From an optimization exercise on the open Yosys and OpenROAD flow, aimed at small area; shortcuts taken in it are not production practice.
No functional check of the RTL was part of any run shown here.
No activity file was given, so power comes from the tool's default toggle rates.

===== flow/config.mk =====
export PLATFORM = sky130hd
export DESIGN_NAME = rx_engine_top
export DESIGN_NICKNAME = rx_engine_top
export VERILOG_FILES = /design/flow/design.v
export SDC_FILE = /design/flow/constraint.sdc
export NUM_CORES = 4
export LEC_CHECK = 0
export CAP_MARGIN = 20
export CORE_MARGIN = 2
export CORE_UTILIZATION = 40
export SLEW_MARGIN = 20
export BUFFER_PORTS_ARGS = -buffer_cell sky130_fd_sc_hd__buf_1
export CTS_ARGS = -sink_clustering_enable -repair_clock_nets -dont_use_dummy_load

===== flow/constraint.sdc =====
create_clock -name core_clock -period 5.0 [get_ports {clk}]
set_input_delay 1.0000 -clock core_clock [delete_from_list [all_inputs] [get_ports {clk}]]
set_output_delay 1.0000 -clock core_clock [all_outputs]
set_load 0.01 [all_outputs]

===== flow/design.v =====
package pcie_cq_pkg;
   localparam int cq_data_w = 256;
   localparam int dw_w      = 32;
   localparam int half_w    = cq_data_w / 2;   
   localparam int len_w     = 11;              
   localparam int addr_w    = 11;              
   localparam int type_w    = 4;
   localparam int tc_w      = 3;
   localparam int attr_w    = 3;
   localparam int rid_w     = 16;
   localparam int tag_w     = 8;
   localparam int be_w      = 8;
   localparam logic [type_w-1:0] req_type_rd = 4'd0;   
   localparam logic [type_w-1:0] req_type_wr = 4'd1;   
   localparam int addr_lsb = 2;     
   localparam int len_lsb  = 64;
   localparam int type_lsb = 75;
   localparam int rid_lsb  = 80;
   localparam int tag_lsb  = 96;
   localparam int tc_lsb   = 121;
   localparam int attr_lsb = 124;
   localparam logic [len_w-1:0] head_dw = 11'd4;   
   localparam logic [len_w-1:0] beat_dw = 11'd8;   
   typedef struct packed {
      logic [cq_data_w-1:0] data;
      logic                 last;
      logic [be_w-1:0]      first_be;
   } cq_beat_t;
   typedef struct packed {
      logic [tc_w-1:0]   tc;
      logic [attr_w-1:0] attr;
      logic [len_w-1:0]  len;
      logic [rid_w-1:0]  rid;
      logic [tag_w-1:0]  tag;
      logic [be_w-1:0]   be;
      logic [addr_w-1:0] addr;
   } rd_req_t;
   typedef struct packed {
      logic                 start;   
      logic [len_w-1:0]     len;     
      logic [cq_data_w-1:0] data;
   } wr_evt_t;
   typedef struct packed {
      logic [cq_data_w-1:0] data;
      logic                 last;
   } fifo_word_t;
endpackage
package rx_monitor_pkg;
   localparam int window_cycles_default = 2500;
   localparam int count_w = 32;      
   localparam int hist_depth = 10;   
   typedef logic [hist_depth-1:0][count_w-1:0] tp_hist_t;
endpackage
`timescale 1ns/100ps
module cq_request_decoder (
   input  logic                  clk,
   input  logic                  rst_n,
   input  logic                  cq_valid_i,
   input  pcie_cq_pkg::cq_beat_t cq_beat_i,
   input  logic                  compl_done_i,
   input  logic                  flush_stall_i,
   output logic                  cq_ready_o,
   output logic                  req_compl_o,
   output pcie_cq_pkg::rd_req_t  rd_req_o,
   output logic                  hdr_evt_o,      
   output logic                  dat_evt_o,      
   output logic [pcie_cq_pkg::cq_data_w-1:0] beat_q_o    
);
   logic   ready_q;
   logic   in_pkt_q;    
   logic   wr_pkt_q;    
   logic   drain_q;     
   logic                           sop;
   logic                           take;
   logic [pcie_cq_pkg::type_w-1:0] hdr_type;
   logic [pcie_cq_pkg::len_w-1:0]  hdr_len;
   logic                           hdr_wr;
   logic                           hdr_rd1;
   logic                           rd_block;
   logic                           rd_hit;
   logic                           wr_beat;
   logic [pcie_cq_pkg::cq_data_w-1:0] beat_q;
   logic [pcie_cq_pkg::be_w-1:0]      be_q;
   assign sop      = cq_valid_i && !in_pkt_q;
   assign hdr_type = cq_beat_i.data[pcie_cq_pkg::type_lsb +: pcie_cq_pkg::type_w];
   assign hdr_len  = cq_beat_i.data[pcie_cq_pkg::len_lsb +: pcie_cq_pkg::len_w];
   assign hdr_wr   = hdr_type == pcie_cq_pkg::req_type_wr;
   assign hdr_rd1  = (hdr_type == pcie_cq_pkg::req_type_rd) &&
                     (hdr_len == pcie_cq_pkg::len_w'(1));     
   assign rd_block   = sop && hdr_rd1 && (hdr_evt_o || dat_evt_o || drain_q);
   assign cq_ready_o = ready_q && !flush_stall_i && !rd_block;
   assign take       = cq_valid_i && cq_ready_o;
   assign rd_hit     = take && sop && hdr_rd1;
   assign wr_beat    = take && (sop ? hdr_wr : wr_pkt_q);
   always_ff @(posedge clk) begin
      if (!rst_n) begin
         in_pkt_q <= 1'b0;
         wr_pkt_q <= 1'b0;
      end else if (take) begin
         in_pkt_q <= !cq_beat_i.last;
         wr_pkt_q <= !cq_beat_i.last && (sop ? hdr_wr : wr_pkt_q);
      end
   end
   always_ff @(posedge clk) begin
      if (!rst_n) begin
         ready_q     <= 1'b1;
         req_compl_o <= 1'b0;
      end else if (!req_compl_o) begin
         ready_q     <= !rd_hit;                
         req_compl_o <= rd_hit;
      end else if (compl_done_i) begin
         req_compl_o <= 1'b0;                   
      end
   end
   localparam logic [pcie_cq_pkg::cq_data_w-1:0] rd_fields =
      ({{(pcie_cq_pkg::cq_data_w-pcie_cq_pkg::addr_w){1'b0}}, {pcie_cq_pkg::addr_w{1'b1}}} << pcie_cq_pkg::addr_lsb) |
      ({{(pcie_cq_pkg::cq_data_w-pcie_cq_pkg::rid_w){1'b0}},  {pcie_cq_pkg::rid_w{1'b1}}}  << pcie_cq_pkg::rid_lsb)  |
      ({{(pcie_cq_pkg::cq_data_w-pcie_cq_pkg::tag_w){1'b0}},  {pcie_cq_pkg::tag_w{1'b1}}}  << pcie_cq_pkg::tag_lsb)  |
      ({{(pcie_cq_pkg::cq_data_w-pcie_cq_pkg::tc_w){1'b0}},   {pcie_cq_pkg::tc_w{1'b1}}}   << pcie_cq_pkg::tc_lsb)   |
      ({{(pcie_cq_pkg::cq_data_w-pcie_cq_pkg::attr_w){1'b0}}, {pcie_cq_pkg::attr_w{1'b1}}} << pcie_cq_pkg::attr_lsb);
   for (genvar i = 0; i < pcie_cq_pkg::cq_data_w; i++) begin : g_beat
      if (rd_fields[i]) begin : g_held
         always_ff @(posedge clk) begin
            if (ready_q) beat_q[i] <= cq_beat_i.data[i];
         end
      end else begin : g_free
         always_ff @(posedge clk) begin
            beat_q[i] <= cq_beat_i.data[i];
         end
      end
   end
   always_ff @(posedge clk) begin
      if (ready_q) be_q <= cq_beat_i.first_be;
   end
   assign beat_q_o = beat_q;
   assign rd_req_o.tc   = beat_q[pcie_cq_pkg::tc_lsb +: pcie_cq_pkg::tc_w];
   assign rd_req_o.attr = beat_q[pcie_cq_pkg::attr_lsb +: pcie_cq_pkg::attr_w];
   assign rd_req_o.len  = pcie_cq_pkg::len_w'(1);
   assign rd_req_o.rid  = beat_q[pcie_cq_pkg::rid_lsb +: pcie_cq_pkg::rid_w];
   assign rd_req_o.tag  = beat_q[pcie_cq_pkg::tag_lsb +: pcie_cq_pkg::tag_w];
   assign rd_req_o.be   = be_q;
   assign rd_req_o.addr = beat_q[pcie_cq_pkg::addr_lsb +: pcie_cq_pkg::addr_w];
   always_ff @(posedge clk) begin
      if (!rst_n) begin
         hdr_evt_o <= 1'b0;
         dat_evt_o <= 1'b0;
         drain_q   <= 1'b0;
      end else begin
         hdr_evt_o <= wr_beat && sop;
         dat_evt_o <= wr_beat && !sop;
         drain_q   <= flush_stall_i;   
      end
   end
endmodule
`timescale 1ns/100ps
module cq_write_packer (
   input  logic                    clk,
   input  logic                    rst_n,
   input  logic                    hdr_evt_i,    
   input  logic                    dat_evt_i,    
   input  logic [pcie_cq_pkg::cq_data_w-1:0] beat_i,
   output logic                    fifo_we_o,
   output pcie_cq_pkg::fifo_word_t fifo_word_o,
   output logic                    flush_stall_o
);
   localparam int n_dw = pcie_cq_pkg::half_w / pcie_cq_pkg::dw_w;   
   logic [pcie_cq_pkg::len_w-1:0]  rem_q;     
   logic [pcie_cq_pkg::half_w-1:0] hold_q;    
   logic [pcie_cq_pkg::len_w-1:0]  len;
   logic                           dat_evt;
   logic                           rem_nz;
   logic                           short_pkt;
   logic                           rem_gt_beat;
   logic                           rem_ends;
   logic                           flush_now;
   logic [pcie_cq_pkg::half_w-1:0] upper;
   logic [pcie_cq_pkg::half_w-1:0] lower;
   logic [n_dw-1:0]                hdr_dw;    
   logic [n_dw-1:0]                hold_dw;   
   logic [n_dw-1:0]                low_dw;    
   assign upper = beat_i[pcie_cq_pkg::cq_data_w-1 -: pcie_cq_pkg::half_w];
   assign lower = beat_i[pcie_cq_pkg::half_w-1:0];
   assign len   = beat_i[pcie_cq_pkg::len_lsb +: pcie_cq_pkg::len_w];
   assign rem_nz      = rem_q != '0;
   assign dat_evt     = dat_evt_i && rem_nz;
   assign short_pkt   = len <= pcie_cq_pkg::head_dw;   
   assign rem_gt_beat = rem_q > pcie_cq_pkg::beat_dw;
   assign rem_ends    = rem_gt_beat &&
                        (rem_q <= pcie_cq_pkg::beat_dw + pcie_cq_pkg::head_dw);
   assign flush_now   = rem_nz && (rem_q <= pcie_cq_pkg::head_dw);
   assign flush_stall_o = dat_evt && rem_ends;
   always_ff @(posedge clk) begin
      if (!rst_n) begin
         rem_q     <= '0;
         fifo_we_o <= 1'b0;
      end else begin
         fifo_we_o <= 1'b0;
         if (hdr_evt_i) begin
            fifo_we_o <= short_pkt;
            rem_q     <= short_pkt ? '0 : len;
         end else if (dat_evt) begin
            fifo_we_o <= 1'b1;
            rem_q     <= rem_gt_beat ? rem_q - pcie_cq_pkg::beat_dw : '0;
         end else if (flush_now) begin
            fifo_we_o <= 1'b1;                  
            rem_q     <= '0;
         end
      end
   end
   always_ff @(posedge clk) begin
      if (hdr_evt_i || dat_evt_i) hold_q <= upper;
   end
   for (genvar j = 0; j < n_dw; j++) begin : g_sel
      assign hdr_dw[j]  = hdr_evt_i && (len > j);
      assign hold_dw[j] = !hdr_evt_i && (rem_q > j);
      assign low_dw[j]  = dat_evt_i && (rem_q > j + n_dw);
   end
   always_ff @(posedge clk) begin
      for (int j = 0; j < n_dw; j++) begin
         fifo_word_o.data[j*pcie_cq_pkg::dw_w +: pcie_cq_pkg::dw_w] <=
            ({pcie_cq_pkg::dw_w{hdr_dw[j]}}  & upper[j*pcie_cq_pkg::dw_w +: pcie_cq_pkg::dw_w]) |
            ({pcie_cq_pkg::dw_w{hold_dw[j]}} & hold_q[j*pcie_cq_pkg::dw_w +: pcie_cq_pkg::dw_w]);
         fifo_word_o.data[pcie_cq_pkg::half_w + j*pcie_cq_pkg::dw_w +: pcie_cq_pkg::dw_w] <=
            {pcie_cq_pkg::dw_w{low_dw[j]}} & lower[j*pcie_cq_pkg::dw_w +: pcie_cq_pkg::dw_w];
      end
      fifo_word_o.last <= !(dat_evt_i && rem_gt_beat);
   end
endmodule
`timescale 1ns/100ps
module throughput_monitor #(
   parameter int window_cycles = rx_monitor_pkg::window_cycles_default
) (
   input  logic                     clk,
   input  logic                     rst_n,
   input  logic                     clear_i,
   input  logic                     sample_en_i,
   input  logic                     fifo_we_i,
   output rx_monitor_pkg::tp_hist_t tp_hist_o
);
   localparam int cnt_w = (window_cycles < 4096) ? 12 : rx_monitor_pkg::count_w;
   localparam int win_w = cnt_w;
   logic [win_w-1:0] win_q;   
   logic [cnt_w-1:0] cnt_q;   
   logic             wrap;
   assign wrap = win_q == win_w'(window_cycles - 1);
   always_ff @(posedge clk) begin
      if (!rst_n) begin
         win_q <= '0;
      end else if (clear_i) begin
         win_q <= '0;
      end else if (wrap) begin
         win_q <= '0;
      end else begin
         win_q <= win_q + 1'b1;
      end
   end
   always_ff @(posedge clk) begin
      if (!rst_n) begin
         cnt_q <= '0;
      end else if (clear_i) begin
         cnt_q <= '0;
      end else if (wrap) begin
         cnt_q <= {{(cnt_w-1){1'b0}}, fifo_we_i};
      end else if (fifo_we_i) begin
         cnt_q <= cnt_q + 1'b1;
      end
   end
   logic [rx_monitor_pkg::hist_depth*cnt_w-1:0] hist_q;
   always_ff @(posedge clk) begin
      if (!rst_n) begin
         hist_q <= '0;
      end else if (clear_i) begin
         hist_q <= '0;
      end else if (wrap && sample_en_i) begin
         hist_q <= {hist_q[(rx_monitor_pkg::hist_depth-1)*cnt_w-1:0], cnt_q};   
      end
   end
   logic [rx_monitor_pkg::hist_depth*rx_monitor_pkg::count_w-1:0] hist_flat;
   for (genvar i = 0; i < rx_monitor_pkg::hist_depth; i++) begin : g_hist
      assign hist_flat[i*rx_monitor_pkg::count_w +: rx_monitor_pkg::count_w] =
         rx_monitor_pkg::count_w'(hist_q[i*cnt_w +: cnt_w]);
   end
   assign tp_hist_o = hist_flat;
endmodule
`timescale 1ns/100ps
module rx_engine_top #(
   parameter int window_cycles = rx_monitor_pkg::window_cycles_default
) (
   input  logic                     clk,
   input  logic                     rst_n,
   input  logic                     cq_valid_i,
   input  pcie_cq_pkg::cq_beat_t    cq_beat_i,
   input  logic                     compl_done_i,
   input  logic                     tp_clear_i,
   input  logic                     tp_sample_en_i,
   output logic                     cq_ready_o,
   output logic                     req_compl_o,
   output pcie_cq_pkg::rd_req_t     rd_req_o,
   output logic                     fifo_we_o,
   output pcie_cq_pkg::fifo_word_t  fifo_word_o,
   output rx_monitor_pkg::tp_hist_t tp_hist_o
);
   logic                 hdr_evt;
   logic                 dat_evt;
   logic [pcie_cq_pkg::cq_data_w-1:0] beat_q;
   logic                 flush_stall;    
   cq_request_decoder u_decoder (
      .clk            (clk),
      .rst_n          (rst_n),
      .cq_valid_i     (cq_valid_i),
      .cq_beat_i      (cq_beat_i),
      .compl_done_i   (compl_done_i),
      .flush_stall_i  (flush_stall),
      .cq_ready_o     (cq_ready_o),
      .req_compl_o    (req_compl_o),
      .rd_req_o       (rd_req_o),
      .hdr_evt_o      (hdr_evt),
      .dat_evt_o      (dat_evt),
      .beat_q_o       (beat_q)
   );
   cq_write_packer u_packer (
      .clk            (clk),
      .rst_n          (rst_n),
      .hdr_evt_i      (hdr_evt),
      .dat_evt_i      (dat_evt),
      .beat_i         (beat_q),
      .fifo_we_o      (fifo_we_o),
      .fifo_word_o    (fifo_word_o),
      .flush_stall_o  (flush_stall)
   );
   throughput_monitor #(
      .window_cycles (window_cycles)
   ) u_monitor (
      .clk         (clk),
      .rst_n       (rst_n),
      .clear_i     (tp_clear_i),
      .sample_en_i (tp_sample_en_i),
      .fifo_we_i   (fifo_we_o),
      .tp_hist_o   (tp_hist_o)
   );
endmodule

===== flow/flow/run.sh =====
#!/bin/bash
# Standard ORFS layout with two layout-only changes:
#  - port buffers are sky130_fd_sc_hd__buf_1 instead of the default pick
#  - CTS inserts no dummy balancing loads
# Each tool's output stays in orfs/logs; make's own output goes to make.log.
set -euo pipefail
cat >> config.mk <<'CFG'
export BUFFER_PORTS_ARGS = -buffer_cell sky130_fd_sc_hd__buf_1
export CTS_ARGS = -sink_clustering_enable -repair_clock_nets -dont_use_dummy_load
CFG
bash standard.sh > make.log 2>&1

===== flow/standard.sh =====
#!/bin/bash
# synth_recipe.tcl (not shown) runs the flow's synth.tcl, then flattens the netlist and writes it again
# the make line also repeats each setting of config.mk as NAME=value (left out here)
make -C /OpenROAD-flow-scripts/flow DESIGN_CONFIG=/design/flow/config.mk WORK_HOME=/design/flow/orfs CLKGATE_MAP_FILE= SYNTH_SCRIPT=/design/flow/synth_recipe.tcl "${@:-finish}"

==> results by group, run 1 <==
Worst setup path
  – Worst Setup End Kind: output pin
  – Cell Chain, Critical Path: nor4_2 -> and3_1 -> o41ai_1 -> nor2_1 -> buf_1
  – Critical R2R Capture: u_packer.fifo_word_o[231]
  – WS Path Type: flop to output pin
  – Critical path peak fanout: 8
  – Reg2Reg Depth: 8
  – Required time worst endpoint: 4000 ps
  – Reg2reg setup slack: 2350 ps
  – Arrival @ worst endpoint: 2760 ps
  – Setup crit start kind: flop
  – Crit-path max cell delay: 820 ps
  – Critical path's slowest cell: nor4_2
  – Reg2reg start: u_packer.rem_q[3]

Place
  – Port Buffers: 699
  – Global placer's final weighted congestion: 0.916
  – Dpl hpwl: 49.7 mm

Power and ir drop
  – Pwr dens: 412 nW/um2
  – Leak Pwr: 10.9 nW
  – Total power: 12.3 mW
  – Max VDD drop: 354 uV

CTS
  – CTS H-tree lvls: 3
  – Post-cts sizing count: 0
  – # hold bufs at CTS: 0
  – CTS clk-pin slew, worst paths: 60 ps
  – CTS buffer count: 82
  – Root buf cell: clkbuf_16
  – CTS tree: done
  – Clk Latency, worst-skew pair: 620 ps
  – Clock Path Buffers: 3
  – # Post-CTS Setup Buffers: 0
  – CTS sink count: 812

Run
  – Max cap viols: 0

Floorplanning
  – # IOs: 911
  – Die width: 256 um
  – Starting density of the core: 0.403
  – Die area: 65400 um2
  – Num rows: 92
  – Die Height: 256 um
  – Core area: 62900 um2

STA
  – Fin crit period: 3760 ps
  – Final setup viols: 0
  – Final setup skew: 65.9 ps
  – Max-slew violation count: 0
  – Setup_tns: 0 ps
  – Crit share post-route: 0.752
  – Max-slew headroom: 0.305
  – Final Hold Viols: 0
  – FMAX: 266 MHz
  – Min Hold Slack: 397 ps
  – Actual slew at the worst max-slew pin: 1030 ps
  – RSZ-0062 raised after global routing: false

Logic synthesis
  – EDFF count, synth: 177
  – Yosys cell types: 59
  – Synth Flop Type: dfxtp_1
  – FF+latch count, synth: 812
  – Ys async rst share: 0
  – Ys Warns: 3
  – Register area share after synthesis: 0.711
  – Post-synthesis cell count: 2018
  – Synth Cell Area: 25400 um2
  – Post-Syn Area per Cell: 12.6 um2

Route
  – DR pass1 iterations: 5
  – WL/cell: 19.0 um
  – Routed wire length: 67.4 mm
  – Routed vias/inst: 4.61
  – Vias: 16300
  – Number of remaining DRC errors: 0
  – Iteration-0 DRC Markers: 1101
  – ANT nets after route: 0

GRT
  – Vias in the first global route: 15800
  – Congestion Overflow GR: 0
  – First-pass GRT wire length: 98.3 mm
  – Pin count of the biggest net entering global routing: 121
  – Total GRT Usage: 0.197
  – Initial antenna violation count: 12

Finish
  – Synth-to-Final Area Change: 17.6%
  – Commonest cells after routing, fill and taps aside: buf_1 (699), dfxtp_1 (634), nand2_1 (266)
  – Nets: 2964
  – Final Util: 0.474
  – Commonest non-fill, non-tap cell in the layout: buf_1
  – Share of layout cells above drive strength 1: 0.0462

Min path
  – Hold-critical path depth: 0
  – Worst hold path endpoint: u_packer.hold_q[19]
  – Min-delay src: u_decoder.beat_q[147]
  – Hold Path Class: flop to flop

Status
  – Status: finished clean
layer usage:
layer	share of wire	track usage	up-vias	wire, um
li1	-	-	7671	-
met5	0.0012	0	-	78
met4	0.034	0.0843	12	2310
met3	0.10	0.0800	145	7020
met2	0.46	0.310	731	31200
met1	0.40	0.238	7743	26700
final cells by class:
class	count	area (um2)
sequential	812	18000
antenna	4	10.0
timing repair buffer	719	2800
tap	846	1060
inverter	9	33.8
fill	5847	33000
multi-input combinational	1064	5820
clock buffer	82	2050
Yosys cell counts (3+ instances only):
| cell | instances | area (um2) |
|---|---|---|
| xor2_1 | 17 | 149 |
| edfxtp_1 | 177 | 5320 |
| buf_2 | 7 | 35.0 |
| nor2b_1 | 3 | 18.8 |
| a21oi_1 | 137 | 686 |
| a311oi_1 | 5 | 43.8 |
| a211oi_1 | 4 | 30.0 |
| and3_1 | 7 | 43.8 |
| xnor2_1 | 3 | 26.3 |
| o31a_1 | 3 | 26.3 |
| nor3_1 | 9 | 45.0 |
| nand3_1 | 10 | 50.1 |
| nand2_1 | 266 | 998 |
| o21ai_0 | 10 | 50.1 |
| and2_1 | 130 | 813 |
| a22o_1 | 128 | 1120 |
| nand2b_1 | 4 | 25.0 |
| dfxtp_1 | 635 | 12700 |
| nand4_1 | 7 | 43.8 |
| buf_6 | 11 | 124 |
| nor4_1 | 11 | 68.8 |
| ha_1 | 5 | 62.6 |
| a31oi_1 | 5 | 31.3 |
| buf_4 | 263 | 1970 |
| o21a_1 | 5 | 37.5 |
| or2_2 | 3 | 18.8 |
| nor4b_1 | 3 | 26.3 |
| nor2_1 | 33 | 124 |
| or4_1 | 4 | 30.0 |
| and4_1 | 4 | 35.0 |
| inv_1 | 9 | 33.8 |
| or3_1 | 5 | 31.3 |
| clkbuf_1 | 61 | 229 |
stage by stage:
stage                     setup WS [ps]  std cells  area (um2)
final                              1240       3536       29800
after global routing               1080       3535       29800
after CTS                          1210       3531       29800
after detailed placement           1290       3449       27700
after global placement             1360       3449       27700
after floorplan                    1210       2227       26100
state kept, by name (all words and copies together) (netlist names):
name,flops
u_monitor.cnt_q,12
u_packer.fifo_we_o,1
u_decoder.drain_q,1
u_packer.fifo_word_o,257
u_packer.rem_q,11
u_packer.hold_q,128
u_decoder.in_pkt_q,1
u_decoder.be_q,8
u_decoder.beat_q,256
u_monitor.win_q,12
u_decoder.wr_pkt_q,1
u_decoder.dat_evt_o,1
u_decoder.ready_q,1
u_decoder.hdr_evt_o,1
u_decoder.req_compl_o,1
u_monitor.hist_q,120
critical path, delay by kind of cell, from the launching register on:
kind	cells	cell delay, ps
buffers and inverters	1	270
AND/OR/NAND/NOR	3	1370
flip-flops	1	370
AO/OA/AOI/OAI	1	150
cell families after synthesis:
kind of cell | after synthesis | synth area share
fa+ha+maj | 5 | 0.00247
simple gates | 512 | 0.0984
xor+xnor | 20 | 0.00691
other cells | 2 | 0.000296
compound gates | 314 | 0.0855
mux | 2 | 0.000790
flops | 812 | 0.711
buf+inv | 351 | 0.0945
report_power, final:
group          internal [mW]  switching, mW  leakage (nW)
sequential              6.84         0.0634          6.87
clock                   2.87           2.22          1.01
combinational         0.0891          0.208          3.06
total                   9.79           2.49          10.9
worst max-delay path by stage:
| stage | startpoint | end | slack [ps] | cells past startpoint |
|---|---|---|---|---|
| 2_1_floorplan | u_decoder.hdr_evt_o | cq_ready_o | 1210 | 5 |
| 3_3_place_gp | cq_valid_i | cq_ready_o | 1360 | 6 |
| 3_5_place_dp | cq_valid_i | cq_ready_o | 1290 | 6 |
| 4_1_cts | u_packer.rem_q[3] | cq_ready_o | 1210 | 5 |
| 5_1_grt | u_packer.rem_q[3] | cq_ready_o | 1080 | 5 |
| 6_report | u_packer.rem_q[3] | cq_ready_o | 1240 | 5 |
==> run 2, diff against run 1 <==
--- a/flow/flow/run.sh
+++ b/flow/flow/run.sh
@@ -6,6 +6,6 @@
 set -euo pipefail
 cat >> config.mk <<'CFG'
 export BUFFER_PORTS_ARGS = -buffer_cell sky130_fd_sc_hd__buf_1
-export CTS_ARGS = -sink_clustering_enable -repair_clock_nets -dont_use_dummy_load
+export CTS_ARGS = -sink_clustering_enable -repair_clock_nets -dont_use_dummy_load -buf_list "sky130_fd_sc_hd__clkbuf_4 sky130_fd_sc_hd__clkbuf_8"
 CFG
 bash standard.sh > make.log 2>&1
--- a/flow/config.mk
+++ b/flow/config.mk
@@ -10,4 +10,4 @@
 export CORE_UTILIZATION = 40
 export SLEW_MARGIN = 20
 export BUFFER_PORTS_ARGS = -buffer_cell sky130_fd_sc_hd__buf_1
-export CTS_ARGS = -sink_clustering_enable -repair_clock_nets -dont_use_dummy_load
+export CTS_ARGS = -sink_clustering_enable -repair_clock_nets -dont_use_dummy_load -buf_list "sky130_fd_sc_hd__clkbuf_4 sky130_fd_sc_hd__clkbuf_8"
==> results by group, run 2 <==
Logic synthesis
  – Register area share after synthesis: 0.711
  – Area share of the largest cell type after synthesis: 0.501
  – Synth Cell Area: 25400 um2
  – Ys Warns: 3
  – EDFF count, synth: 177
  – Area leader, netlist: dfxtp_1
  – FF+latch count, synth: 812
  – Yosys cell types: 59
  – Top cells by area, synth: dfxtp_1 (50%), edfxtp_1 (21%), buf_4 (7.8%)
  – Post-Syn Area per Cell: 12.6 um2
  – Synth Flop Type: dfxtp_1
  – Top cells by count, synth: dfxtp_1 (635), nand2_1 (266), buf_4 (263)
  – Ys async rst share: 0
  – Most frequent cell after synthesis: dfxtp_1
  – Post-synthesis cell count: 2018

Worst setup path
  – Critical path's slowest cell: nor4_2
  – CP Buf/Inv Count: 1
  – Required time worst endpoint: 4000 ps
  – Cell Chain, Critical Path: nor4_2 -> and3_1 -> o41ai_1 -> nor2_1 -> buf_1
  – Arrival @ worst endpoint: 2920 ps
  – WS Path Type: flop to output pin
  – Setup crit start kind: flop
  – Crit-path leading delay family: simple AND/OR/NAND/NOR gates
  – Crit-path max cell delay: 850 ps
  – Critical path peak fanout: 8
  – Worst Setup End Kind: output pin
  – Reg2reg setup slack: 2380 ps

Route
  – Iteration-0 DRC Markers: 1136
  – ANT nets after route: 0
  – WL/cell: 18.8 um
  – Routed wire length: 67.6 mm
  – DR pass1 iterations: 7
  – Routed vias/inst: 4.59
  – Number of remaining DRC errors: 0
  – Vias: 16500

STA
  – Min Hold Slack: 328 ps
  – Max-slew headroom: 0.316
  – Max-slew violation count: 0
  – Final setup skew: 77.9 ps
  – Actual slew at the worst max-slew pin: 1020 ps
  – Final setup viols: 0
  – Final Hold Viols: 0
  – RSZ-0062 raised after global routing: false
  – Fin crit period: 3920 ps
  – Crit share post-route: 0.784
  – Setup_tns: 0 ps
  – FMAX: 255 MHz

Place
  – Placed inst area: 27700 um2
  – Dpl hpwl: 49.7 mm
  – Global placer's final weighted congestion: 0.916
  – Port Buffers: 699

CTS
  – CTS buffer count: 132
  – CTS tree: done
  – Clock Path Buffers: 3
  – CTS H-tree lvls: 4
  – CTS clk-pin slew, worst paths: 60 ps
  – Post-cts sizing count: 0
  – # hold bufs at CTS: 0
  – Clk Latency, worst-skew pair: 760 ps
  – # Post-CTS Setup Buffers: 0
  – CTS sink count: 812
  – Root buf cell: clkbuf_8

Floorplanning
  – Starting density of the core: 0.403
  – Die area: 65400 um2
  – Die width: 256 um
  – # IOs: 911
  – Die Height: 256 um
  – Core area: 62900 um2
  – Num rows: 92

Status
  – Status: finished clean

Finish
  – Largest Register: u_packer.fifo_word_o
  – Top flop regs: u_packer.fifo_word_o: 257 flops, u_decoder.beat_q: 256 flops, u_packer.hold_q: 128 flops
  – Commonest non-fill, non-tap cell in the layout: buf_1
  – Finished Cell Area: 29600 um2
  – Max FFs per register: 257
  – Commonest cells after routing, fill and taps aside: buf_1 (699), dfxtp_1 (634), nand2_1 (266)
  – Share of layout cells above drive strength 1: 0.0636
  – Synth-to-Final Area Change: 16.6%
  – Nets: 3014

Power and ir drop
  – Max VDD drop: 289 uV
  – Leak Pwr: 10.9 nW
  – Clk pwr share: 0.386
  – Pwr dens: 397 nW/um2
  – Internal Power: 9.25 mW
  – Switching share of power: 0.211
  – Sequential power share: 0.589
  – NetSw: 2.47 mW
  – Gate power share: 0.025

GRT
  – Congestion Overflow GR: 0
  – Total GRT Usage: 0.199
  – Initial antenna violation count: 14
  – First-pass GRT wire length: 98.7 mm
  – Vias in the first global route: 16200
  – Pin count of the biggest net entering global routing: 121

Min path
  – Hold Path Class: input pin to flop

Run
  – Max cap viols: 0
run 2: cell counts after synthesis:
No cell type changed its count.
run 2: per-layer routing:
metal | track usage | up-vias | share of wire
li1 | - | 7765 | -
met1 | 0.233 | 7812 | 0.39
met2 | 0.312 | 755 | 0.46
met3 | 0.0971 | 125 | 0.11
met4 | 0.0837 | 12 | 0.031
met5 | 0 | - | 0.0014
run 2: logic make-up (layout without fill, tap and decap cells):
group / after synthesis / in the layout / synth area share
compound gates: 314 / 314 / 0.0855
xor+xnor: 20 / 20 / 0.00691
fa+ha+maj: 5 / 5 / 0.00247
buf+inv: 351 / 860 / 0.0945
flops: 812 / 812 / 0.711
mux: 2 / 2 / 0.000790
other cells: 2 / 218 / 0.000296
simple gates: 512 / 512 / 0.0984
run 2: metrics by stage:
stage                     setup WS [ps]  utilization  power, mW  std cells
after floorplan                    1210            -       7.31       2227
after global placement             1360        0.441       7.32       3449
after detailed placement           1290        0.441       7.33       3449
after CTS                          1030        0.470       11.9       3581
after global routing                931        0.470       12.2       3587
final                              1080        0.470       11.7       3589
run 2: cell type report:
class	instances	area, um2
fill	5852	33300
sequential	812	18000
multi-input combinational	1064	5820
timing repair buffer	719	2790
clock buffer	132	1820
tap	846	1060
inverter	9	33.8
antenna	7	17.5
run 2: worst paths after layout:
check                            start                        end  cells after the start
setup / recovery     u_packer.rem_q[3]                 cq_ready_o                      5
hold / removal          cq_beat_i[179]      u_decoder.beat_q[170]                      1
setup reg to reg     u_packer.rem_q[4]  u_packer.fifo_word_o[166]                      7
hold reg to reg   u_decoder.beat_q[15]  u_packer.fifo_word_o[144]                      1
run 2: power by group through the flow:
stage,sequential (mW),clock (mW),combinational [mW]
2_1_floorplan,7.03,0,0.285
5_1_grt,6.91,4.95,0.323
3_3_place_gp,7.03,0,0.289
6_report,6.90,4.53,0.296
3_5_place_dp,7.04,0,0.292
4_1_cts,6.90,4.69,0.293
==> run 3, diff against run 2 <==
--- a/flow/flow/run.sh
+++ b/flow/flow/run.sh
@@ -6,6 +6,6 @@
 set -euo pipefail
 cat >> config.mk <<'CFG'
 export BUFFER_PORTS_ARGS = -buffer_cell sky130_fd_sc_hd__buf_1
-export CTS_ARGS = -sink_clustering_enable -repair_clock_nets -dont_use_dummy_load -buf_list "sky130_fd_sc_hd__clkbuf_4 sky130_fd_sc_hd__clkbuf_8"
+export CTS_ARGS = -sink_clustering_enable -repair_clock_nets -dont_use_dummy_load -buf_list "sky130_fd_sc_hd__clkbuf_8" -sink_clustering_size 18 -sink_clustering_max_diameter 50
 CFG
 bash standard.sh > make.log 2>&1
--- a/flow/config.mk
+++ b/flow/config.mk
@@ -10,4 +10,4 @@
 export CORE_UTILIZATION = 40
 export SLEW_MARGIN = 20
 export BUFFER_PORTS_ARGS = -buffer_cell sky130_fd_sc_hd__buf_1
-export CTS_ARGS = -sink_clustering_enable -repair_clock_nets -dont_use_dummy_load -buf_list "sky130_fd_sc_hd__clkbuf_4 sky130_fd_sc_hd__clkbuf_8"
+export CTS_ARGS = -sink_clustering_enable -repair_clock_nets -dont_use_dummy_load -buf_list "sky130_fd_sc_hd__clkbuf_8" -sink_clustering_size 18 -sink_clustering_max_diameter 50
==> results by group, run 3 <==
Power and ir drop
  – NetSw: 2.25 mW
  – Leak Pwr: 10.4 nW
  – Sequential power share: 0.660
  – Internal Power: 8.18 mW
  – Max VDD drop: 283 uV
  – Switching share of power: 0.215
  – Clk pwr share: 0.311
  – Gate power share: 0.028
  – Pwr dens: 363 nW/um2
  – Total power: 10.4 mW

GRT
  – Congestion Overflow GR: 0
  – Pin count of the biggest net entering global routing: 121
  – Met3 usage: 0.0791
  – Top Usage Layer GRT: met2
  – First-pass GRT wire length: 97.2 mm
  – Met2 GRT Util: 0.311
  – Initial antenna violation count: 13
  – Vias in the first global route: 15700
  – Total GRT Usage: 0.195
  – Met1 usage: 0.234

Logic synthesis
  – Synth Cell Area: 25400 um2
  – Ys async rst share: 0
  – EDFF count, synth: 177
  – Post-synthesis cell count: 2018
  – Area leader, netlist: dfxtp_1
  – Main combinational cell family by area after synthesis: simple AND/OR/NAND/NOR gates
  – Post-Syn Area per Cell: 12.6 um2
  – Simple-Gate Fraction of Synth Area: 0.0984
  – Mux cell area share after synthesis: 0.000790
  – Register area share after synthesis: 0.711
  – Top cells by count, synth: dfxtp_1 (635), nand2_1 (266), buf_4 (263)
  – Most frequent cell after synthesis: dfxtp_1
  – Yosys cell types: 59
  – Synth Flop Type: dfxtp_1
  – FF+latch count, synth: 812
  – Ys Warns: 3
  – Top cells by area, synth: dfxtp_1 (50%), edfxtp_1 (21%), buf_4 (7.8%)
  – Post-Synth Adder-Cell Area: 0.00247
  – Synth Area in Compound Gates: 0.0855
  – Synth Area in XOR/XNOR: 0.00691
  – Area share of the largest cell type after synthesis: 0.501

Floorplanning
  – Starting density of the core: 0.403
  – Die area: 65400 um2
  – Num rows: 92
  – Die width: 256 um
  – Core area: 62900 um2
  – # IOs: 911
  – Die Height: 256 um

STA
  – RSZ-0062 raised after global routing: false
  – FMAX: 263 MHz
  – Fin crit period: 3800 ps
  – Final setup viols: 0
  – Actual slew at the worst max-slew pin: 1060 ps
  – Final worst slack: 1200 ps
  – Final setup skew: 124 ps
  – Max-slew violation count: 0
  – Setup_tns: 0 ps
  – Final Hold Viols: 0
  – Crit share post-route: 0.761
  – Max-slew headroom: 0.286

Route
  – Routed wire length: 67.1 mm
  – Routed vias/inst: 4.61
  – Iteration-0 DRC Markers: 1027
  – WL/cell: 19.0 um
  – Vias: 16200
  – Number of remaining DRC errors: 0
  – DR pass1 iterations: 5
  – ANT nets after route: 0

CTS
  – CTS buffer count: 71
  – # hold bufs at CTS: 0
  – CTS clk-pin slew, worst paths: 100 ps
  – Root buf cell: clkbuf_8
  – # Post-CTS Setup Buffers: 0
  – CTS H-tree lvls: 3
  – Post-cts sizing count: 0
  – Clk Latency, worst-skew pair: 680 ps
  – CTS tree: done
  – CTS sink count: 812
  – Clock Path Buffers: 3

Finish
  – Synth-to-Final Area Change: 13.3%
  – Multi-input gate area: 5820 um2
  – Commonest cells after routing, fill and taps aside: buf_1 (699), dfxtp_1 (634), nand2_1 (266)
  – Fillers: 5947
  – Final instance count without filler cells: 3527
  – Share of layout cells above drive strength 1: 0.0422
  – Nets: 2953
  – Finished Cell Area: 28700 um2
  – Top flop regs: u_packer.fifo_word_o: 257 flops, u_decoder.beat_q: 256 flops, u_packer.hold_q: 128 flops
  – FF/Latch Area: 18000 um2
  – Largest Register: u_packer.fifo_word_o
  – Commonest non-fill, non-tap cell in the layout: buf_1
  – Max FFs per register: 257

Place
  – Port Buffers: 699
  – Global placer's final weighted congestion: 0.916
  – DP Cell Count: 3449
  – Dpl hpwl: 49.7 mm
  – Placed inst area: 27700 um2
  – Pre-CTS setup slack: 1290 ps

Worst setup path
  – Setup crit start kind: flop
  – Critical path peak fanout: 8
  – Worst Setup End Kind: output pin
  – Arrival @ worst endpoint: 2810 ps
  – Required time worst endpoint: 4000 ps
  – WS Path Type: flop to output pin

Run
  – Max cap viols: 0

Min path
  – Hold Path Class: flop to flop

Status
  – Status: finished clean
[run 3: cell counts after synthesis]
Identical to the previous run, type by type.
[run 3: power groups by stage]
stage | Sequential [mW] | Clock, mW | Combinational [mW]
global route | 6.90 | 3.59 | 0.323
floorplan | 7.03 | 0 | 0.285
detailed placement | 7.04 | 0 | 0.292
finish | 6.89 | 3.25 | 0.297
CTS | 6.89 | 3.37 | 0.293
global placement | 7.03 | 0 | 0.289
[run 3: cells by family (layout without fill, tap and decap cells)]
group           after synthesis  after routing
simple gates                512            512
other cells                   2            217
xor+xnor                     20             20
compound gates              314            314
buf+inv                     351            799
mux                           2              2
flops                       812            812
fa+ha+maj                     5              5
[run 3: per-layer routing]
| layer | share of wire | vias to the layer above |
|---|---|---|
| met5 | 0.0013 | - |
| met4 | 0.032 | 12 |
| met3 | 0.10 | 129 |
| met2 | 0.47 | 691 |
| met1 | 0.40 | 7796 |
| li1 | - | 7618 |
[run 3: worst paths after layout]
kind                                to             startpoint  slack, ps  cells after the start
max                         cq_ready_o      u_packer.rem_q[3]       1200                      5
min               u_packer.hold_q[112]  u_decoder.beat_q[240]        340                      0
max reg2reg  u_packer.fifo_word_o[161]      u_packer.rem_q[3]       2390                      7
min reg2reg       u_packer.hold_q[112]  u_decoder.beat_q[240]        340                      0
[run 3: critical path, cell delays in order (launching register included)]
cell	delay, ps
dfxtp_1	370
nor4_2	850
and3_1	360
o41ai_1	150
nor2_1	200
buf_1	280
[run 3: through the flow]
stage | hold WS (ps) | utilization
after global placement | 408 | 0.441
after CTS | 318 | 0.456
after detailed placement | 410 | 0.441
after global routing | 334 | 0.457
final | 335 | 0.457
after floorplan | 406 | -
[run 3: area by class of cell]
type | count | area share
sequential | 812 | 0.628
multi-input combinational | 1064 | 0.203
timing repair buffer | 719 | 0.0971
tap | 846 | 0.0369
clock buffer | 71 | 0.0340
inverter | 9 | 0.00118
antenna | 6 | 0.000523
==> run 4, diff against run 3 <==
--- a/flow/flow/run.sh
+++ b/flow/flow/run.sh
@@ -4,8 +4,10 @@
 #  - CTS inserts no dummy balancing loads
 # Each tool's output stays in orfs/logs; make's own output goes to make.log.
 set -euo pipefail
-cat >> config.mk <<'CFG'
+cat >> config.mk <<CFG
 export BUFFER_PORTS_ARGS = -buffer_cell sky130_fd_sc_hd__buf_1
 export CTS_ARGS = -sink_clustering_enable -repair_clock_nets -dont_use_dummy_load -buf_list "sky130_fd_sc_hd__clkbuf_8" -sink_clustering_size 18 -sink_clustering_max_diameter 50
+export SKIP_REPAIR_TIE_FANOUT = 1
+export FOOTPRINT_TCL = $(pwd)/flow/ties.tcl
 CFG
 bash standard.sh > make.log 2>&1
==> flow/flow/ties.tcl (new file) <==
# Tie cells: one per group of loads instead of one per load.
foreach {cell port} [list {*}$::env(TIELO_CELL_AND_PORT) {*}$::env(TIEHI_CELL_AND_PORT)] {
  set lib_name [get_name [get_property [lindex [get_lib_cell $cell] 0] library]]
  repair_tie_fanout -max_fanout 25 -verbose $lib_name/$cell/$port
}
--- a/flow/config.mk
+++ b/flow/config.mk
@@ -11,3 +11,5 @@
 export SLEW_MARGIN = 20
 export BUFFER_PORTS_ARGS = -buffer_cell sky130_fd_sc_hd__buf_1
 export CTS_ARGS = -sink_clustering_enable -repair_clock_nets -dont_use_dummy_load -buf_list "sky130_fd_sc_hd__clkbuf_8" -sink_clustering_size 18 -sink_clustering_max_diameter 50
+export SKIP_REPAIR_TIE_FANOUT = 1
+export FOOTPRINT_TCL = /design/flow/flow/ties.tcl
==> results by group, run 4 <==
CTS
  – CTS buffer count: 71
  – CTS tree: done
  – CTS clk-pin slew, worst paths: 100 ps
  – Post-cts sizing count: 0
  – Root buf cell: clkbuf_8
  – Clock Path Buffers: 3
  – CTS H-tree lvls: 3
  – Clk Latency, worst-skew pair: 680 ps
  – # hold bufs at CTS: 0
  – # Post-CTS Setup Buffers: 0
  – CTS sink count: 812

Route
  – Iteration-0 DRC Markers: 1027
  – WL/cell: 19.0 um
  – ANT nets after route: 0
  – Routed wire length: 67.1 mm
  – Number of remaining DRC errors: 0
  – Routed vias/inst: 4.61
  – DR pass1 iterations: 5
  – Vias: 16200

Finish
  – Largest Register: u_packer.fifo_word_o
  – Nets: 2953
  – Commonest non-fill, non-tap cell in the layout: buf_1
  – Max FFs per register: 257
  – Commonest cells after routing, fill and taps aside: buf_1 (699), dfxtp_1 (634), nand2_1 (266)
  – Top flop regs: u_packer.fifo_word_o: 257 flops, u_decoder.beat_q: 256 flops, u_packer.hold_q: 128 flops
  – Synth-to-Final Area Change: 13.3%
  – Share of layout cells above drive strength 1: 0.0422

GRT
  – Top Usage Layer GRT: met2
  – Met1 usage: 0.234
  – Met3 usage: 0.0791
  – Met2 GRT Util: 0.311
  – First-pass GRT wire length: 97.2 mm
  – Pin count of the biggest net entering global routing: 121
  – Congestion Overflow GR: 0
  – Total GRT Usage: 0.195
  – Vias in the first global route: 15700
  – Initial antenna violation count: 13

Worst setup path
  – Critical path peak fanout: 8
  – Reg2reg setup slack: 2390 ps
  – Reg2reg start: u_packer.rem_q[3]
  – Critical Path Start: u_packer.rem_q[3]
  – Reg2Reg Depth: 7
  – Critical Path End: cq_ready_o
  – Required time worst endpoint: 4000 ps
  – Arrival @ worst endpoint: 2810 ps
  – Critical R2R Capture: u_packer.fifo_word_o[161]
  – Worst Setup End Kind: output pin
  – Setup crit start kind: flop
  – WS Path Type: flop to output pin

Logic synthesis
  – Yosys cell types: 59
  – Top cells by count, synth: dfxtp_1 (635), nand2_1 (266), buf_4 (263)
  – Ys Warns: 3
  – Most frequent cell after synthesis: dfxtp_1
  – Area share of the largest cell type after synthesis: 0.501
  – Post-synthesis cell count: 2018
  – Ys async rst share: 0
  – Register area share after synthesis: 0.711
  – Synth Flop Type: dfxtp_1
  – Area leader, netlist: dfxtp_1
  – Top cells by area, synth: dfxtp_1 (50%), edfxtp_1 (21%), buf_4 (7.8%)
  – Post-Syn Area per Cell: 12.6 um2
  – Synth Cell Area: 25400 um2
  – FF+latch count, synth: 812
  – EDFF count, synth: 177

STA
  – Setup_tns: 0 ps
  – Final setup viols: 0
  – Actual slew at the worst max-slew pin: 1060 ps
  – FMAX: 263 MHz
  – Final setup skew: 124 ps
  – Max-slew headroom: 0.286
  – Max-slew violation count: 0
  – Final Hold Viols: 0
  – Final worst slack: 1200 ps
  – Crit share post-route: 0.761
  – RSZ-0062 raised after global routing: false
  – Fin crit period: 3800 ps

Place
  – Port Buffers: 699
  – Global placer's final weighted congestion: 0.916
  – Dpl hpwl: 49.7 mm
  – Pre-CTS setup slack: 1290 ps

Floorplanning
  – # IOs: 911
  – Core area: 62900 um2
  – Starting density of the core: 0.403
  – Die width: 256 um
  – Num rows: 92
  – Die Height: 256 um
  – Die area: 65400 um2

Min path
  – Hold Path Class: flop to flop

Power and ir drop
  – Pwr dens: 363 nW/um2
  – Leak Pwr: 10.4 nW
  – Max VDD drop: 283 uV

Run
  – Max cap viols: 0

Status
  – Status: finished clean
run 4: cell counts after synthesis:
Identical to the previous run, type by type.
run 4: cell type report:
type	instances	area, um2
sequential	812	18000
inverter	9	33.8
tap	846	1060
timing repair buffer	719	2790
fill	5947	34100
multi-input combinational	1064	5820
antenna	6	15.0
clock buffer	71	977
run 4: where the power goes:
| group | internal (mW) | leakage (nW) | switching (mW) |
|---|---|---|---|
| Clock | 1.27 | 0.511 | 1.98 |
| Combinational | 0.0891 | 3.06 | 0.208 |
| Sequential | 6.82 | 6.87 | 0.0631 |
| Total | 8.18 | 10.4 | 2.25 |
run 4: per-layer routing:
layer	wire length, um	part of all wire	vias up
met4	2140	0.032	12
met2	31200	0.47	691
met1	26800	0.40	7796
met5	87	0.0013	-
met3	6880	0.10	129
li1	-	-	7618
run 4: critical path, cell delays in order (launching register included):
cell     delay [ps]
dfxtp_1         370
nor4_2          850
and3_1          360
o41ai_1         150
nor2_1          200
buf_1           280
run 4: kinds of logic (layout without fill, tap and decap cells):
group / after synthesis / count (layout) / share of synthesized area
adder cells (fa/ha/maj): 5 / 5 / 0.00247
flip-flops: 812 / 812 / 0.711
AO/OA/AOI/OAI: 314 / 314 / 0.0855
AND/OR/NAND/NOR: 512 / 512 / 0.0984
multiplexers: 2 / 2 / 0.000790
other: 2 / 217 / 0.000296
XOR/XNOR: 20 / 20 / 0.00691
buffers and inverters: 351 / 799 / 0.0945
run 4: worst min-delay path by stage:
stage / start / end / cells after the start
finish: u_decoder.beat_q[240] / u_packer.hold_q[112] / 0
global route: cq_beat_i[191] / u_decoder.beat_q[182] / 1
CTS: cq_beat_i[192] / u_decoder.beat_q[183] / 1
detailed placement: u_decoder.beat_q[28] / u_packer.fifo_word_o[157] / 1
global placement: u_decoder.beat_q[114] / u_packer.fifo_word_o[243] / 1
floorplan: u_decoder.beat_q[0] / u_packer.fifo_word_o[129] / 1
run 4: stage by stage:
step	cell area, um2	util	instances	hold slack [ps]	power, mW
final	28700	0.457	3527	335	10.4
after detailed placement	27700	0.441	3449	410	7.33
after CTS	28700	0.456	3520	318	10.5
after floorplan	26100	-	2227	406	7.31
after global placement	27700	0.441	3449	408	7.32
after global routing	28700	0.457	3525	334	10.8
==> run 5, diff against run 4 <==
==> flow/flow/run.sh (replaced) <==
#!/bin/bash
# Standard ORFS layout with two layout-only changes:
#  - port buffers are sky130_fd_sc_hd__buf_1 instead of the default pick
#  - CTS inserts no dummy balancing loads
# Each tool's output stays in orfs/logs; make's own output goes to make.log.
set -euo pipefail
cat >> config.mk <<'CFG'
export BUFFER_PORTS_ARGS = -buffer_cell sky130_fd_sc_hd__buf_1
export CTS_ARGS = -sink_clustering_enable -repair_clock_nets -dont_use_dummy_load -buf_list "sky130_fd_sc_hd__clkbuf_16" -sink_clustering_size 30 -sink_clustering_max_diameter 60
CFG
bash standard.sh > make.log 2>&1
==> flow/config.mk (replaced) <==
export PLATFORM = sky130hd
export DESIGN_NAME = rx_engine_top
export DESIGN_NICKNAME = rx_engine_top
export VERILOG_FILES = /design/flow/design.v
export SDC_FILE = /design/flow/constraint.sdc
export NUM_CORES = 4
export LEC_CHECK = 0
export CAP_MARGIN = 20
export CORE_MARGIN = 2
export CORE_UTILIZATION = 40
export SLEW_MARGIN = 20
export BUFFER_PORTS_ARGS = -buffer_cell sky130_fd_sc_hd__buf_1
export CTS_ARGS = -sink_clustering_enable -repair_clock_nets -dont_use_dummy_load -buf_list "sky130_fd_sc_hd__clkbuf_16" -sink_clustering_size 30 -sink_clustering_max_diameter 60
removed: flow/flow/ties.tcl
==> results by group, run 5 <==
Place
  – Dpl hpwl: 49.7 mm
  – Global placer's final weighted congestion: 0.916
  – Port Buffers: 699

STA
  – Final Hold Viols: 0
  – RSZ-0062 raised after global routing: false
  – Max-slew headroom: 0.275
  – Fin crit period: 3770 ps
  – Actual slew at the worst max-slew pin: 1080 ps
  – FMAX: 265 MHz
  – Max-slew violation count: 0
  – Setup_tns: 0 ps
  – Final setup viols: 0
  – Final setup skew: 82.7 ps
  – Crit share post-route: 0.755

Logic synthesis
  – Register area share after synthesis: 0.711
  – Post-synthesis cell count: 2018
  – Top cells by area, synth: dfxtp_1 (50%), edfxtp_1 (21%), buf_4 (7.8%)
  – Top cells by count, synth: dfxtp_1 (635), nand2_1 (266), buf_4 (263)
  – Yosys cell types: 59
  – Post-Syn Area per Cell: 12.6 um2
  – EDFF count, synth: 177
  – Most frequent cell after synthesis: dfxtp_1
  – Synth Flop Type: dfxtp_1
  – Synth Cell Area: 25400 um2
  – Ys Warns: 3
  – Ys async rst share: 0
  – Area share of the largest cell type after synthesis: 0.501
  – FF+latch count, synth: 812
  – Area leader, netlist: dfxtp_1

CTS
  – CTS tree: done
  – Root buf cell: clkbuf_16
  – Post-cts sizing count: 0
  – # Post-CTS Setup Buffers: 0
  – CTS sink count: 812
  – CTS H-tree lvls: 2
  – CTS buffer count: 46
  – # hold bufs at CTS: 0
  – Clock Path Buffers: 3
  – CTS clk-pin slew, worst paths: 100 ps
  – Clk Latency, worst-skew pair: 600 ps

Worst setup path
  – Arrival @ worst endpoint: 2770 ps
  – Cell Chain, Critical Path: nor4_2 -> and3_1 -> o41ai_1 -> nor2_1 -> buf_1
  – Reg2Reg Depth: 6
  – Critical path peak fanout: 8
  – WS Path Type: flop to output pin
  – Setup crit start kind: flop
  – Required time worst endpoint: 4000 ps
  – Crit-path max cell delay: 840 ps
  – Worst Setup End Kind: output pin
  – Reg2reg setup slack: 2370 ps
  – Critical path's slowest cell: nor4_2

Power and ir drop
  – Leak Pwr: 10.5 nW
  – Total power: 10.8 mW
  – Switching share of power: 0.208
  – Internal Power: 8.55 mW
  – NetSw: 2.24 mW
  – Gate power share: 0.027
  – Clk pwr share: 0.334
  – Sequential power share: 0.638
  – Max VDD drop: 337 uV
  – Pwr dens: 373 nW/um2

Floorplanning
  – Core area: 62900 um2
  – Die area: 65400 um2
  – # IOs: 911
  – Num rows: 92
  – Starting density of the core: 0.403
  – Die Height: 256 um
  – Die width: 256 um

Route
  – ANT nets after route: 0
  – Vias: 16000
  – Routed wire length: 66.5 mm
  – Number of remaining DRC errors: 0
  – WL/cell: 19.0 um
  – Iteration-0 DRC Markers: 1102
  – Routed vias/inst: 4.58
  – DR pass1 iterations: 6

GRT
  – Vias in the first global route: 15400
  – Pin count of the biggest net entering global routing: 121
  – Total GRT Usage: 0.192
  – Initial antenna violation count: 13
  – Congestion Overflow GR: 0
  – First-pass GRT wire length: 96.6 mm

Finish
  – Nets: 2928
  – Share of layout cells above drive strength 1: 0.0332
  – Max FFs per register: 257
  – Commonest cells after routing, fill and taps aside: buf_1 (699), dfxtp_1 (634), nand2_1 (266)
  – Largest Register: u_packer.fifo_word_o
  – Synth-to-Final Area Change: 14.0%
  – Commonest non-fill, non-tap cell in the layout: buf_1
  – Final Util: 0.460
  – Fillers: 5916
  – Top flop regs: u_packer.fifo_word_o: 257 flops, u_decoder.beat_q: 256 flops, u_packer.hold_q: 128 flops

Run
  – Max cap viols: 0

Min path
  – Hold Path Class: flop to flop
  – Hold-critical path depth: 1

Status
  – Status: finished clean
run 5: cell counts after synthesis:
No cell type changed its count.
run 5: area by class of cell:
| type | count | area [um2] | share of cell area |
|---|---|---|---|
| antenna | 6 | 15.0 | 0.000520 |
| clock buffer | 46 | 1150 | 0.0398 |
| inverter | 9 | 33.8 | 0.00117 |
| multi-input combinational | 1064 | 5820 | 0.201 |
| sequential | 812 | 18000 | 0.624 |
| tap | 846 | 1060 | 0.0366 |
| timing repair buffer | 719 | 2790 | 0.0965 |
run 5: stage by stage:
step	std cells	setup slack [ps]	area, um2	hold slack, ps
finish	3502	1230	28900	356
global route	3500	1090	28900	367
CTS	3495	1220	28900	360
detailed placement	3449	1290	27700	410
global placement	3449	1360	27700	408
floorplan	2227	1210	26100	406
run 5: cell families (layout without fill, tap and decap cells):
group | Yosys count | count (layout) | synth area share
DFF | 812 | 812 | 0.711
and+or+nand+nor | 512 | 512 | 0.0984
buffers and inverters | 351 | 774 | 0.0945
AOI/OAI and AO/OA | 314 | 314 | 0.0855
xor gates and xnor gates | 20 | 20 | 0.00691
adders and majority gates | 5 | 5 | 0.00247
other | 2 | 217 | 0.000296
muxes | 2 | 2 | 0.000790
run 5: worst max-delay path: cells and delay by family, from the launching register on:
| kind | cells | cell delay, ps |
|---|---|---|
| buffers and inverters | 1 | 270 |
| AND/OR/NAND/NOR | 3 | 1410 |
| AO/OA/AOI/OAI | 1 | 150 |
| flip-flops | 1 | 380 |
run 5: routing by layer:
layer  up-vias  share of wire  GRT usage
met4        12          0.032     0.0720
met2       653           0.46      0.307
li1       7588              -          -
met1      7671           0.40      0.235
met3       117           0.10     0.0765
met5         -         0.0011          0
run 5: power groups by stage:
stage | combinational (mW) | sequential (mW) | clock [mW]
floorplan | 0.285 | 7.03 | 0
global placement | 0.289 | 7.03 | 0
detailed placement | 0.292 | 7.04 | 0
CTS | 0.293 | 6.89 | 3.71
global route | 0.323 | 6.90 | 3.93
finish | 0.297 | 6.89 | 3.60
run 5: worst paths after layout:
path / startpoint / endpoint
worst max-delay path: u_packer.rem_q[3] / cq_ready_o
worst min-delay path: u_decoder.beat_q[28] / u_packer.fifo_word_o[157]
worst max register to register: u_monitor.win_q[4] / u_monitor.hist_q[77]
worst min register to register: u_decoder.beat_q[28] / u_packer.fifo_word_o[157]
==> run 6, diff against run 5 <==
--- a/flow/design.v
+++ b/flow/design.v
@@ -166,6 +166,7 @@
    localparam int n_dw = pcie_cq_pkg::half_w / pcie_cq_pkg::dw_w;   
    logic [pcie_cq_pkg::len_w-1:0]  rem_q;     
    logic [pcie_cq_pkg::half_w-1:0] hold_q;    
+   logic [pcie_cq_pkg::cq_data_w-1:0] word_q;   
    logic [pcie_cq_pkg::len_w-1:0]  len;
    logic                           dat_evt;
    logic                           rem_nz;
@@ -217,14 +218,14 @@
    end
    always_ff @(posedge clk) begin
       for (int j = 0; j < n_dw; j++) begin
-         fifo_word_o.data[j*pcie_cq_pkg::dw_w +: pcie_cq_pkg::dw_w] <=
+         word_q[j*pcie_cq_pkg::dw_w +: pcie_cq_pkg::dw_w] <=
             ({pcie_cq_pkg::dw_w{hdr_dw[j]}}  & upper[j*pcie_cq_pkg::dw_w +: pcie_cq_pkg::dw_w]) |
             ({pcie_cq_pkg::dw_w{hold_dw[j]}} & hold_q[j*pcie_cq_pkg::dw_w +: pcie_cq_pkg::dw_w]);
-         fifo_word_o.data[pcie_cq_pkg::half_w + j*pcie_cq_pkg::dw_w +: pcie_cq_pkg::dw_w] <=
+         word_q[pcie_cq_pkg::half_w + j*pcie_cq_pkg::dw_w +: pcie_cq_pkg::dw_w] <=
             {pcie_cq_pkg::dw_w{low_dw[j]}} & lower[j*pcie_cq_pkg::dw_w +: pcie_cq_pkg::dw_w];
       end
-      fifo_word_o.last <= !(dat_evt_i && rem_gt_beat);
    end
+   assign fifo_word_o = {word_q, !rem_nz};
 endmodule
 `timescale 1ns/100ps
 module throughput_monitor #(
@@ -237,12 +238,22 @@
    input  logic                     fifo_we_i,
    output rx_monitor_pkg::tp_hist_t tp_hist_o
 );
-   localparam int cnt_w = (window_cycles < 4096) ? 12 : rx_monitor_pkg::count_w;
-   localparam int win_w = cnt_w;
+   localparam int cnt_w = 12;
+   localparam int win_w = 12;
+   function automatic logic [win_w-1:0] lfsr_next(input logic [win_w-1:0] s);
+      lfsr_next = {s[win_w-2:0], ~(s[11] ^ s[10] ^ s[9] ^ s[3])};
+   endfunction
+   function automatic logic [win_w-1:0] lfsr_at(input int n);
+      logic [win_w-1:0] s;
+      s = '0;
+      for (int i = 0; i < n; i++) s = lfsr_next(s);
+      lfsr_at = s;
+   endfunction
+   localparam logic [win_w-1:0] win_last = lfsr_at(window_cycles - 1);
    logic [win_w-1:0] win_q;   
    logic [cnt_w-1:0] cnt_q;   
    logic             wrap;
-   assign wrap = win_q == win_w'(window_cycles - 1);
+   assign wrap = win_q == win_last;
    always_ff @(posedge clk) begin
       if (!rst_n) begin
          win_q <= '0;
@@ -251,7 +262,7 @@
       end else if (wrap) begin
          win_q <= '0;
       end else begin
-         win_q <= win_q + 1'b1;
+         win_q <= lfsr_next(win_q);
       end
    end
    always_ff @(posedge clk) begin
--- a/flow/flow/run.sh
+++ b/flow/flow/run.sh
@@ -6,6 +6,6 @@
 set -euo pipefail
 cat >> config.mk <<'CFG'
 export BUFFER_PORTS_ARGS = -buffer_cell sky130_fd_sc_hd__buf_1
-export CTS_ARGS = -sink_clustering_enable -repair_clock_nets -dont_use_dummy_load -buf_list "sky130_fd_sc_hd__clkbuf_16" -sink_clustering_size 30 -sink_clustering_max_diameter 60
+export CTS_ARGS = -sink_clustering_enable -repair_clock_nets -dont_use_dummy_load -buf_list "sky130_fd_sc_hd__clkbuf_8" -sink_clustering_size 18 -sink_clustering_max_diameter 50
 CFG
 bash standard.sh > make.log 2>&1
--- a/flow/config.mk
+++ b/flow/config.mk
@@ -10,4 +10,4 @@
 export CORE_UTILIZATION = 40
 export SLEW_MARGIN = 20
 export BUFFER_PORTS_ARGS = -buffer_cell sky130_fd_sc_hd__buf_1
-export CTS_ARGS = -sink_clustering_enable -repair_clock_nets -dont_use_dummy_load -buf_list "sky130_fd_sc_hd__clkbuf_16" -sink_clustering_size 30 -sink_clustering_max_diameter 60
+export CTS_ARGS = -sink_clustering_enable -repair_clock_nets -dont_use_dummy_load -buf_list "sky130_fd_sc_hd__clkbuf_8" -sink_clustering_size 18 -sink_clustering_max_diameter 50
==> results by group, run 6 <==
Status
  – Status: finished clean

CTS
  – CTS clk-pin slew, worst paths: 80 ps
  – Post-cts sizing count: 0
  – CTS buffer count: 72
  – CTS H-tree lvls: 3
  – Root buf cell: clkbuf_8
  – Clk Latency, worst-skew pair: 650 ps
  – CTS tree: done
  – # hold bufs at CTS: 0
  – # Post-CTS Setup Buffers: 0
  – Clock Path Buffers: 3
  – CTS sink count: 811

STA
  – FMAX: 239 MHz
  – Crit share post-route: 0.836
  – Min Hold Slack: 386 ps
  – Actual slew at the worst max-slew pin: 1070 ps
  – Final setup viols: 0
  – Max-slew headroom: 0.273
  – Final setup skew: 104 ps
  – Max-slew violation count: 0
  – Setup_tns: 0 ps
  – Final Hold Viols: 0
  – RSZ-0062 raised after global routing: false
  – Fin crit period: 4180 ps

Worst setup path
  – Worst Setup End Kind: output pin
  – Required time worst endpoint: 4000 ps
  – Arrival @ worst endpoint: 3180 ps
  – Cell Chain, Critical Path: or4_1 -> nor4_4 -> nand4b_1 -> o211a_1 -> buf_1
  – Critical path's slowest cell: or4_1
  – Reg2reg setup slack: 1820 ps
  – WS Path Type: flop to output pin
  – Critical R2R Capture: u_packer.hold_q[3]
  – Crit-path max cell delay: 740 ps
  – Reg2Reg Depth: 3
  – Setup crit start kind: flop
  – Critical path peak fanout: 8
  – Reg2reg start: u_decoder.dat_evt_o

Min path
  – Hold-critical path depth: 1
  – Hold Path Class: flop to flop
  – Min-delay src: u_packer.hold_q[6]
  – Worst hold path endpoint: u_packer.word_q[6]

Logic synthesis
  – Post-Syn Area per Cell: 12.6 um2
  – Area leader, netlist: dfxtp_1
  – Yosys cell types: 58
  – Ys async rst share: 0
  – Most frequent cell after synthesis: dfxtp_1
  – Register area share after synthesis: 0.717
  – Post-synthesis cell count: 1985
  – Synth Flop Type: dfxtp_1
  – Synth Cell Area: 25100 um2
  – Top cells by area, synth: dfxtp_1 (51%), edfxtp_1 (21%), buf_4 (7.5%)
  – Area share of the largest cell type after synthesis: 0.506
  – Ys Warns: 3
  – FF+latch count, synth: 811
  – EDFF count, synth: 177
  – Top cells by count, synth: dfxtp_1 (634), nand2_1 (255), buf_4 (252)

Power and ir drop
  – Max VDD drop: 280 uV
  – Leak Pwr: 10.6 nW
  – Pwr dens: 369 nW/um2

Route
  – DR pass1 iterations: 5
  – Met1 wire length: 26.6 mm
  – Vias: 16000
  – ANT nets after route: 0
  – Routed vias/inst: 4.59
  – WL/cell: 19.5 um
  – DR top layer: met5
  – WL met3: 6.61 mm
  – Number of remaining DRC errors: 0
  – Routed wire length: 67.8 mm
  – WL met2: 32.8 mm
  – Iteration-0 DRC Markers: 1082

Place
  – Port Buffers: 699
  – Global placer's final weighted congestion: 0.810
  – Dpl hpwl: 50.8 mm

GRT
  – Congestion Overflow GR: 0
  – First-pass GRT wire length: 93.8 mm
  – Initial antenna violation count: 6
  – Total GRT Usage: 0.195
  – Vias in the first global route: 15300
  – Pin count of the biggest net entering global routing: 83

Floorplanning
  – Starting density of the core: 0.406
  – Die Height: 255 um
  – Die area: 64800 um2
  – # IOs: 911
  – Num rows: 91
  – Die width: 255 um
  – Core area: 61800 um2

Run
  – Max cap viols: 0

Finish
  – Fillers: 5813
  – Commonest non-fill, non-tap cell in the layout: buf_1
  – Share of layout cells above drive strength 1: 0.0435
  – Top flop regs: u_decoder.beat_q: 256 flops, u_packer.word_q: 256 flops, u_packer.hold_q: 128 flops
  – Nets: 2920
  – Synth-to-Final Area Change: 13.8%
  – Commonest cells after routing, fill and taps aside: buf_1 (699), dfxtp_1 (633), nand2_1 (255)
-- run 6: changes by cell type in the layout (fill, tap and decap cells not counted), sizes merged, moves of 5 or more --
cell,previous run,this run
and2,130,104
nand2,267,255
and3,7,45
nor4,13,8
a32o,0,6
xor2,17,9
clkbuf,46,72
nor2,34,28
a21oi,137,130
-- run 6: layout make-up --
class | count | area [um2] | area share
clock buffer | 72 | 991 | 0.0347
antenna | 5 | 12.5 | 0.000438
inverter | 8 | 30.0 | 0.00105
tap | 837 | 1050 | 0.0366
timing repair buffer | 720 | 2790 | 0.0978
multi-input combinational | 1031 | 5700 | 0.199
sequential | 811 | 18000 | 0.630
-- run 6: how the worst max path moves through the flow --
stage | startpoint | end | slack (ps) | cells after the start
2_1_floorplan | u_decoder.dat_evt_o | cq_ready_o | 1530 | 3
3_3_place_gp | cq_beat_i[84] | cq_ready_o | 880 | 6
3_5_place_dp | cq_beat_i[84] | cq_ready_o | 930 | 6
4_1_cts | u_packer.rem_q[3] | cq_ready_o | 740 | 5
5_1_grt | u_packer.rem_q[3] | cq_ready_o | 670 | 5
6_report | u_packer.rem_q[3] | cq_ready_o | 820 | 5
-- run 6: cell families after synthesis --
kind of cell | share of synthesized area
DFF | 0.717
muxes | 0.00164
and+or+nand+nor | 0.0964
other | 0.000299
buffers and inverters | 0.0909
xor gates and xnor gates | 0.00419
AOI/OAI and AO/OA | 0.0869
adders and majority gates | 0.00249
-- run 6: metrics by stage --
step | cell area [um2] | util | std cells | power (mW) | worst slack [ps]
final | 28600 | 0.462 | 3484 | 10.5 | 818
after global routing | 28600 | 0.462 | 3481 | 10.9 | 668
after CTS | 28600 | 0.462 | 3479 | 10.7 | 744
after detailed placement | 27600 | 0.446 | 3407 | 7.45 | 926
after global placement | 27600 | 0.446 | 3407 | 7.44 | 882
after floorplan | 25900 | - | 2194 | 7.39 | 1530
-- run 6: layer usage --
metal / global-route usage / vias to the layer above
met5: 0 / -
met4: 0.0744 / 6
li1: - / 7539
met3: 0.0731 / 115
met1: 0.233 / 7684
met2: 0.319 / 635
-- run 6: where the power goes --
part	leakage [nW]	switching (mW)	internal, mW
combinational	3.21	0.268	0.121
sequential	6.87	0.0705	6.84
clock	0.518	1.96	1.29
total	10.6	2.30	8.25
-- run 6: worst max-delay path, delay by kind of cell, from the launching register on --
family | cells | cell delay [ps]
flops | 1 | 370
buf+inv | 1 | 290
compound gates | 1 | 290
simple gates | 3 | 1630

## re-timing with driven ports
The flow's constraints put no driver on any port. The routed layouts listed below were extracted and timed again, unchanged, in two steps.
Step 1 sets driving cells, clkbuf_16 on the clock port and buf_2 on the other inputs (assumed; they add their load-dependent delay and slew).
Step 2, shift: input delay + t, output delay - t, t = (earliest + latest rising clock arrival at the registers) / 2. This alone moves slack from input paths to output paths.
Three values: ideal ports, drivers, drivers and shift; two values: the first two.
run	shift t [ns]	setup WS [ns]	worst hold slack (ns)	worst slew at a driven data input, ns	cell pins on the clock port's net
run 1	0.651	1.241 / 1.181 / 1.273	0.397 / 0.397 / 0.397	0.20	1
run 2	0.777	1.082 / 1.020 / 1.274	0.328 / 0.292 / 0.415	0.21	1
run 3	0.681	1.195 / 1.136 / 1.249	0.335 / 0.335 / 0.335	0.20	1
run 4	0.681	1.195 / 1.136 / 1.249	0.335 / 0.335 / 0.335	0.20	1
run 5	0.627	1.225 / 1.163 / 1.231	0.356 / 0.356 / 0.356	0.20	1
run 6	0.666	0.818 / 0.765 / 0.834	0.386 / 0.372 / 0.386	0.09	1
After both steps every run listed still meets setup and hold.
